What follows belongs to an exercise in optimizing a design on an open flow for a short achievable clock period and few clock cycles; a production flow would make more cautious choices. Function was checked by simulation only, so behaviour that the tests miss may differ from the original. Power is estimated from default activity; no workload was simulated.

==> inputs of v8 <==
Design cpu_top, start of the top module:
module cpu_top (
  input  logic            clk,
  input  logic            arst_n,
  output logic [15:0]     instr_addr,
  input  logic [15:0]     instr,
  output logic [15:0]     mem_addr,
  output logic [15:0]     mem_wdata,
  output logic            mem_we,
  input  logic [15:0]     mem_rdata,
  output logic            halted
);
Settings: LEC_CHECK=0, ABC_CLOCK_PERIOD_IN_PS=3000, CAP_MARGIN=20, CORE_MARGIN=2, CORE_UTILIZATION=40, SETUP_SLACK_MARGIN=5.0, SLEW_MARGIN=20; clock period 12.0 ns.
standard.sh (not shown) runs the stock make flow with config.mk's settings and CLKGATE_MAP_FILE= SYNTH_SCRIPT=/design/flow/synth_recipe.tcl, a recipe that flattens the netlist after the stock synthesis.
==> flow/flow/run.sh <==
#!/bin/bash
set -euo pipefail
bash standard.sh ADDER_MAP_FILE= SETUP_SLACK_MARGIN=8.5 finish > standard_flow.log 2>&1
==> v13: changes against v8 <==
--- a/flow/design.v
+++ b/flow/design.v
@@ -99,16 +99,10 @@
   logic [15:0] btb_tgt [BTB_N];
   logic        d_valid;
   logic [15:0] d_ir;
   logic [15:0] d_pc;
   logic        d_pred;
-  logic        d_rp;      
-  logic [15:0] d_rtgt;    
-  logic [15:0] ras;       
-  logic        x_rp;
-  logic [15:0] x_rtgt;
-  logic        xredirect;
   logic [15:0] d_pc1;     
   logic [6:0]  d_bhp, d_bhm;   
   logic [3:0]  d_jhp, d_jhm;   
   logic        x_valid;
   logic [3:0]  x_op;
@@ -207,11 +201,11 @@
   logic        stall, stall_reg, stall_flags, issue;
   logic [15:0] va, vb, vc;
   logic [15:0] m_val;
   logic [16:0] br_c, jal_c;
   logic [15:0] br_t, jal_t, target;
-  logic        taken;
+  logic        cond, taken;
   logic        redirect;
   logic [15:0] redirect_pc;
   assign op = d_ir[15:12];
   assign rd = d_ir[11:8];
   assign rs = d_ir[7:4];
@@ -222,22 +216,21 @@
   assign is_hlt = (op == 4'hF);
   assign uses_rs = (op <= 4'h9) || is_jr;
   assign uses_rt = (op <= 4'h4);
   assign uses_rd = (op == 4'h9) || (op == 4'hA);
   function automatic logic late(input logic [3:0] a);
-    late = x_wen && (x_op == 4'h8) && (x_rd == a);
+    late = x_wen && !x_quick && (x_rd == a);
   endfunction
   assign stall_reg   = (uses_rs && late(rs)) || (uses_rt && late(rt)) || (uses_rd && late(rd)) ||
-                       (is_jr && x_wen && !x_quick && (x_rd == rs)) ||
                        (is_jr && m_lw && m_wen && (m_rd == rs));
   assign stall_flags = is_b && (d_ir[11:9] >= 3'd2) && (d_ir[11:9] <= 3'd6) && x_arith;
   assign stall = d_valid && (stall_reg || stall_flags);
-  assign issue = d_valid && !stall && !stopped && !xredirect;
+  assign issue = d_valid && !stall && !stopped;
   assign m_val = m_lw ? mem_rdata : m_result;
   function automatic logic [15:0] rd_port(input logic [3:0] a);
     if (a == 4'd0)                rd_port = 16'd0;
-    else if (x_wen && x_rd == a)  rd_port = x_result;
+    else if (x_wen && x_rd == a)  rd_port = x_qres;
     else if (m_wen && m_rd == a)  rd_port = m_val;
     else                          rd_port = rf[a];
   endfunction
   logic [15:0] jr_val;
   always_comb begin
@@ -247,10 +240,22 @@
     else                               jr_val = rf[rs];
   end
   assign va = rd_port(rs);
   assign vb = rd_port(rt);
   assign vc = rd_port(rd);
+  always_comb begin
+    case (d_ir[11:9])
+      3'd0: cond = !nf_zr;
+      3'd1: cond = nf_zr;
+      3'd2: cond = !(nf_zr || f_ne);
+      3'd3: cond = f_ne;
+      3'd4: cond = nf_zr || !f_ne;
+      3'd5: cond = f_ne || nf_zr;
+      3'd6: cond = f_ov;
+      default: cond = 1'b1;
+    endcase
+  end
   assign br_c  = ks16({7'd0, d_pc1[8:0]},  {7'd0, d_ir[8:0]},  1'b0);
   assign jal_c = ks16({4'd0, d_pc1[11:0]}, {4'd0, d_ir[11:0]}, 1'b0);
   always_comb begin
     case ({d_ir[8], br_c[9]})
       2'b01:   br_t[15:9] = d_bhp;
@@ -264,44 +269,29 @@
       default: jal_t[15:12] = d_pc1[15:12];
     endcase
     jal_t[11:0] = jal_c[11:0];
   end
   assign target = is_jal ? jal_t : br_t;
-  function automatic logic [17:0] d_decide(input logic zr);
-    logic c, t, r;
-    logic [15:0] rpc;
-    case (d_ir[11:9])
-      3'd0: c = !zr;
-      3'd1: c = zr;
-      3'd2: c = !(zr || f_ne);
-      3'd3: c = f_ne;
-      3'd4: c = zr || !f_ne;
-      3'd5: c = f_ne || zr;
-      3'd6: c = f_ov;
-      default: c = 1'b1;
-    endcase
-    t   = is_jal || (is_b && c);
-    r   = 1'b0;
-    rpc = d_pc1;
+  assign taken   = is_jal || (is_b && cond);
+  always_comb begin
+    redirect    = 1'b0;
+    redirect_pc = d_pc1;
     if (is_hlt) begin
-      r   = 1'b1;
-      rpc = d_pc;
+      redirect    = 1'b1;
+      redirect_pc = d_pc;
     end else if (is_jr) begin
-      r   = !d_rp;
-      rpc = jr_val;
-    end else if (t) begin
-      r   = !d_pred;
-      rpc = target;
+      redirect    = 1'b1;
+      redirect_pc = jr_val;
+    end else if (taken) begin
+      redirect    = !d_pred;
+      redirect_pc = target;
     end else begin
-      r   = d_pred;
+      redirect    = d_pred;
+      redirect_pc = d_pc1;
     end
-    d_decide = {t, r && issue, rpc};
-  endfunction
-  logic [17:0] dec0, dec1;
-  assign dec0 = d_decide(1'b0);
-  assign dec1 = d_decide(1'b1);
-  assign {taken, redirect, redirect_pc} = nf_zr ? dec1 : dec0;
+    redirect = redirect && issue;
+  end
   logic [2:0]  bi;
   logic        hit;
   logic [16:0] pc1_c, t_c;
   logic [15:0] pc_next;
   logic [6:0]  f_bhp, f_bhm;
@@ -313,39 +303,35 @@
     t_c = ks16({9'd0, pc1_c[15:9]}, 16'd0, 1'b1);      f_bhp = t_c[6:0];
     t_c = ks16({9'd0, pc1_c[15:9]}, 16'hffff, 1'b0);   f_bhm = t_c[6:0];
     t_c = ks16({12'd0, pc1_c[15:12]}, 16'd0, 1'b1);    f_jhp = t_c[3:0];
     t_c = ks16({12'd0, pc1_c[15:12]}, 16'hffff, 1'b0); f_jhm = t_c[3:0];
   end
-  logic ret_in;
-  assign ret_in = (instr[15:12] == 4'hE) && (instr[7:4] == 4'hF) && !hit;
-  assign xredirect = x_valid && x_rp && (x_a != x_rtgt);
-  logic [15:0] pc_other, pc_next0, pc_next1;
-  always_comb begin
-    if (xredirect)             pc_other = x_a;
-    else if (stall || stopped) pc_other = pc;
-    else if (hit)              pc_other = btb_tgt[bi];
-    else if (ret_in)           pc_other = ras;
-    else                       pc_other = pc1_c[15:0];
-  end
-  assign pc_next0 = dec0[16] ? dec0[15:0] : pc_other;
-  assign pc_next1 = dec1[16] ? dec1[15:0] : pc_other;
-  assign pc_next  = nf_zr ? pc_next1 : pc_next0;
+  logic [5:0]  s_lo;
+  logic        s_taken;
+  static_pred u_static_pred (
+    .instr   (instr),
+    .pc1_lo  (pc1_c[5:0]),
+    .taken   (s_taken),
+    .tgt_lo  (s_lo)
+  );
+  logic        hold, use_static;
+  logic [15:0] pc_early, pc_norm;
+  assign hold       = stall || stopped;
+  assign pc_early   = hold ? pc : (hit ? btb_tgt[bi] : pc1_c[15:0]);
+  assign use_static = s_taken && !hit && !hold;
+  assign pc_norm    = {pc_early[15:6], use_static ? s_lo : pc_early[5:0]};
+  assign pc_next    = redirect ? redirect_pc : pc_norm;
   assign pc         = ~pc_n;
   assign instr_addr = fetch_addr;
   always_ff @(posedge clk or negedge arst_n) begin
     if (!arst_n) begin
       fetch_addr <= 16'd0;
       pc_n     <= 16'hffff;
       d_valid  <= 1'b0;
       d_ir     <= 16'd0;
       d_pc     <= 16'd0;
       d_pred   <= 1'b0;
-      d_rp     <= 1'b0;
-      d_rtgt   <= 16'd0;
-      ras      <= 16'd0;
-      x_rp     <= 1'b0;
-      x_rtgt   <= 16'd0;
       d_pc1    <= 16'd0;
       d_bhp    <= 7'd0;
       d_bhm    <= 7'd0;
       d_jhp    <= 4'd0;
       d_jhm    <= 4'd0;
@@ -371,31 +357,26 @@
       halt_q   <= 1'b0;
       stopped  <= 1'b0;
     end else begin
       fetch_addr <= pc_next;
       pc_n       <= ~pc_next;
-      if (xredirect || redirect || stopped) begin
+      if (redirect || stopped) begin
         d_valid <= 1'b0;
       end else if (!stall) begin
         d_valid <= 1'b1;
       end
       if (!stall) begin
         d_ir    <= instr;
         d_pc    <= pc;
-        d_pred  <= hit;
-        d_rp    <= ret_in;
-        d_rtgt  <= ras;
+        d_pred  <= hit || use_static;
         d_pc1   <= pc1_c[15:0];
         d_bhp   <= f_bhp;
         d_bhm   <= f_bhm;
         d_jhp   <= f_jhp;
         d_jhm   <= f_jhm;
       end
       x_valid <= issue;
-      x_rp    <= is_jr && d_rp;
-      x_rtgt  <= d_rtgt;
-      if (issue && is_jal) ras <= d_pc1;
       x_op    <= op;
       x_rd    <= is_jal ? 4'd15 : rd;
       x_imm   <= d_ir[7:0];
       x_a     <= va;
       x_b     <= vb;
@@ -439,5 +420,37 @@
   assign mem_addr  = m_addr;
   assign mem_wdata = m_wdata;
   assign mem_we    = m_we;
   assign halted    = halt_q;
 endmodule
+module static_pred (
+  input  logic [15:0] instr,
+  input  logic [5:0]  pc1_lo,
+  output logic        taken,
+  output logic [5:0]  tgt_lo
+);
+  logic [5:0] g, p, gg, pp, g2, p2;
+  logic       c6, fit_b, fit_j;
+  always_comb begin
+    p  = pc1_lo ^ instr[5:0];
+    g  = pc1_lo & instr[5:0];
+    gg = g;
+    pp = p;
+    for (int d = 1; d < 6; d = d * 2) begin
+      g2 = gg;
+      p2 = pp;
+      for (int i = d; i < 6; i++) begin
+        g2[i] = gg[i] | (pp[i] & gg[i-d]);
+        p2[i] = pp[i] & pp[i-d];
+      end
+      gg = g2;
+      pp = p2;
+    end
+  end
+  assign tgt_lo = p ^ {gg[4:0], 1'b0};
+  assign c6     = gg[5];
+  assign fit_b  = (instr[8:5] == 4'b0000) || (instr[8:5] == 4'b1111);
+  assign fit_j  = (instr[11:5] == 7'd0) || (instr[11:5] == 7'h7f);
+  assign taken  = (c6 == instr[5]) &&
+                  (((instr[15:12] == 4'hD) && fit_j) ||
+                   ((instr[15:12] == 4'hC) && fit_b && ((instr[11:9] == 3'd7) || instr[8])));
+endmodule
==> comparison <==
v8 went through all stages and came out clean. v13 produced a clean layout. Against v13, the sequential power of v8 is higher by 9.1%. Against v13, the total power of v8 is larger by about 8%. Synthesized cell count: v8 is larger than v13 (about 4.6%). Flip-flop and latch count: v13 is lower than v8 (50). In v13 the area after synthesis is smaller than in v8, by 5.2%. Of v8 and v13, v8 has the higher die area (gap 5.5%, measured against v13). Of v8 and v13, v13 has the higher hold slack (gap 0.0022 ns). Against v13, the critical path depth of v8 is lower by 11. Routed wire length: v8 is larger than v13 (14%). Between v8 and v13, the lower clock-buffer cell count is in v13 (gap 1).
==> figures <==
quantity	v13	v8
Fraction of the yosys area taken by sequential cells	48.97%	49.35%
Detailed-routed wire length on met3	18.72 mm	23.57 mm
Area fraction in compound gates after synthesis	20.44%	20.80%
Mux contribution to synthesized area	8.589%	8.814%
TritonRoute pass-1 iters	12	8
Core ar.	99860 um2	105300 um2
Count of inserted tapcells	1298	1391
Transition time of the tightest slew-check pin	1.091 ns	1.276 ns
Leakage dissipation	17.99 nW	19.52 nW
Non-clock buffer total of the final layout	328	363
Pre-CTS WS	6.262 ns	6.834 ns
Non-clock buffering overhead	6.163%	7.183%
Library cell contributing the largest single delay on the critical path	sky130_fd_sc_hd__and4_4	sky130_fd_sc_hd__dfrtp_1
Tot Pwr	11.92 mW	12.89 mW
Clk pwr share	23.1%	21.7%
Critical Path Sink	pc_n[2]	instr_addr[7]
Total wirelength of the detailed-routed design	161.5 mm	183.8 mm
Outcome	no timing/DRC/antenna violations	no timing/DRC/antenna violations
Antenna violations before repair	9	7
Shortest clock period the worst path allows after layout	3.830 ns	3.686 ns
Mapped Avg Cell Area	9.955 um2	10.04 um2
Sequential cell count	739	789
Testbench counts of v8, summed over its fixed seeds: cycles 45,218.
Testbench counts of v13, summed over its fixed seeds: cycles 44,380.

[re-timing with driven ports]
Ports are ideal in the flow. The routed layouts listed here were re-timed in OpenROAD.
Step 1 sets driving cells, clkbuf_16 on the clock port and buf_2 on the other inputs (assumed; they add their load-dependent delay and slew).
Step 2 times the ports against the registers' clock, not the clock port: input delays grow and output delays shrink by t, the midpoint of the rising clock arrivals with the driver on.
Slacks: ideal ports / drivers / drivers and shift; pairs: ideal ports / drivers.
run	t, ns	slack for setup (ns)	hold WS [ns]	clock arrival spread, ns	worst data-port slew with drivers (ns)
v8	0.742	8.314 / 8.246 / 7.656	0.345 / 0.345 / 0.345	0.036 / 0.035	0.08
v13	0.726	8.170 / 8.130 / 7.405	0.347 / 0.347 / 0.347	0.045 / 0.045	0.14
After both steps setup and hold are still met in every run listed. The setup slack of v13, which loses most, moves by -0.040 ns with the drivers and by -0.765 ns with both steps.
